From an optimization exercise on the open Yosys and OpenROAD flow, aimed at small area; shortcuts taken in it are not production practice.
The RTL was checked by simulation tests, not by an equivalence proof against the original design.
Power figures rest on the tool's default switching activity, not on a simulated workload.

Setup of v23:
## floors_fall
module floors_fall (
    input  logic        pclk,
    input  logic        rst,
    input  logic        space_button,
    input  logic [37:0] video_in,
    input  logic [11:0] x_obj,
    input  logic [11:0] y_obj,
    input  logic [11:0] y_pos,
    output logic [37:0] video_out,
    output logic        floor_hit,
    output logic        start,
    output logic        ending,
    output logic [11:0] y_obj_out
);
    function automatic logic ge_c(input logic [12:0] x, input logic [12:0] c);
        logic r;
        r = 1'b1;
        for (int i = 0; i < 13; i++) r = c[i] ? (x[i] & r) : (x[i] | r);
        ge_c = r;
    endfunction
    function automatic logic le_c(input logic [12:0] x, input logic [12:0] c);
        logic r;
        r = 1'b1;
        for (int i = 0; i < 13; i++) r = c[i] ? (!x[i] | r) : (!x[i] & r);
        le_c = r;
    endfunction
    function automatic logic in_win(input logic [12:0] x, input logic [12:0] c,
                                    input logic [12:0] w);
        in_win = ge_c(x, c) && le_c(x, 13'(c + w));
    endfunction
    function automatic logic ge(input logic [12:0] a, input logic [12:0] b);
        logic c;
        c = 1'b1;
        for (int i = 0; i < 13; i++) c = (a[i] & !b[i]) | (c & (a[i] | !b[i]));
        ge = c;
    endfunction
    function automatic logic [12:0] sub11(input logic [10:0] a, input logic [10:0] b);
        logic c;
        c = 1'b1;
        for (int i = 0; i < 11; i++) begin
            sub11[i] = a[i] ^ !b[i] ^ c;
            c = (a[i] & !b[i]) | (c & (a[i] | !b[i]));
        end
        sub11[12:11] = {2{sub11[10]}};
    endfunction
    function automatic logic [11:0] add_rip(input logic [11:0] a, input logic [11:0] b);
        logic c;
        c = 1'b0;
        for (int i = 0; i < 12; i++) begin
            add_rip[i] = a[i] ^ b[i] ^ c;
            c = (a[i] & b[i]) | (c & (a[i] | b[i]));
        end
    endfunction
    function automatic logic [12:0] add_c(input logic [12:0] x, input logic [12:0] c);
        logic r;
        r = 1'b0;
        for (int i = 0; i < 13; i++) begin
            add_c[i] = x[i] ^ c[i] ^ r;
            r = c[i] ? (x[i] | r) : (x[i] & r);
        end
    endfunction
  ...
Size: ~160 flip-flops.
==> flow/config.mk <==
export PLATFORM = sky130hd
export DESIGN_NAME = floors_fall
export DESIGN_NICKNAME = floors_fall
export VERILOG_FILES = /design/flow/design.v
export SDC_FILE = /design/flow/constraint.sdc
export NUM_CORES = 4
export LEC_CHECK = 0
export ABC_AREA = 1
export CAP_MARGIN = 20
export CORE_MARGIN = 2
export CORE_UTILIZATION = 88
export SLEW_MARGIN = 20
==> flow/constraint.sdc <==
create_clock -name core_clock -period 6.0 [get_ports {pclk}]
set_input_delay 1.2000 -clock core_clock [delete_from_list [all_inputs] [get_ports {pclk}]]
set_output_delay 1.2000 -clock core_clock [all_outputs]
set_load 0.01 [all_outputs]
standard.sh (not shown) runs the stock make flow with config.mk's settings and CLKGATE_MAP_FILE= SYNTH_SCRIPT=/design/flow/synth_recipe.tcl, a recipe that flattens the netlist after the stock synthesis.
==> flow/flow/run.sh <==
#!/bin/bash
# Standard layout with three changes: the smallest buffer on the ports, a
# clock tree without dummy loads, and OpenROAD's restructure (area target)
# on the combinational logic between floorplan and placement.
set -euo pipefail
export BUFFER_PORTS_ARGS="-buffer_cell sky130_fd_sc_hd__buf_1"
export CTS_ARGS="-sink_clustering_enable -repair_clock_nets -buf_list sky130_fd_sc_hd__clkbuf_8 -dont_use_dummy_load"

bash standard.sh floorplan > standard_floorplan.log 2>&1

# restructure ignores set_dont_use, so hand it a library without those cells
export LIB_FULL=$FLOW_HOME/platforms/sky130hd/lib/sky130_fd_sc_hd__tt_025C_1v80.lib
export LIB_RESTRUCT=$PWD/restructure.lib
export RES_DIR=$PWD/orfs/results/sky130hd/floors_fall/base
export RS_WORK=$PWD/restructure_work
mkdir -p $RS_WORK
python3 flow/libfilter.py $LIB_FULL $LIB_RESTRUCT 'sky130_fd_sc_hd__lpflow_*' 'sky130_fd_sc_hd__probe*' > libfilter.log 2>&1
openroad -no_init -exit flow/restructure.tcl > restructure.log 2>&1

bash standard.sh > standard.log 2>&1
Other scripts of this flow, unchanged in this note and not shown: flow/flow/libfilter.py, flow/flow/restructure.tcl
v23 finished every stage and its layout cleared the timing, design-rule and antenna checks.
#### Input delta (v14 over v23)
diff --git a/flow/config.mk b/flow/config.mk
--- a/flow/config.mk
+++ b/flow/config.mk
@@ -11 +11 @@
-export CORE_UTILIZATION = 88
+export CORE_UTILIZATION = 60
==> results.txt <==
- Between v14 and v23, the clock network contribution to total cell area figures differ only marginally.
- As far as combined area of the multi-input logic cells is concerned, v14 and v23 perform about the same.
- Taking v23 as the reference, in v14 post-route cell area moved up, total power moved down.

## separate check: timing with driven ports
In the flow no input, the clock included, has a driving cell. The finished layouts below were timed again as built, in two steps.
Step 1: set_driving_cell puts a clkbuf_16 on pclk and a buf_2 on each other input, an assumption about the parent block.
Step 2 also shifts input and output timing later by t, the mid clock arrival at the registers, as if the neighbouring blocks saw the same clock.
Slacks: ideal ports / drivers / drivers and shift; pairs: ideal ports / drivers.
| run | t, ns | slack for setup (ns) | latest minus earliest clock arrival (ns) |
|---|---|---|---|
| v23 | 0.508 | 0.433 / 0.433 / 0.050 | 0.043 / 0.043 |
| v14 | 0.482 | 0.601 / 0.601 / 0.235 | 0.039 / 0.039 |
After both steps setup and hold are still met in every run listed. The setup slack of v23, which loses most, moves by 0.000 ns with the drivers and by -0.383 ns with both steps.
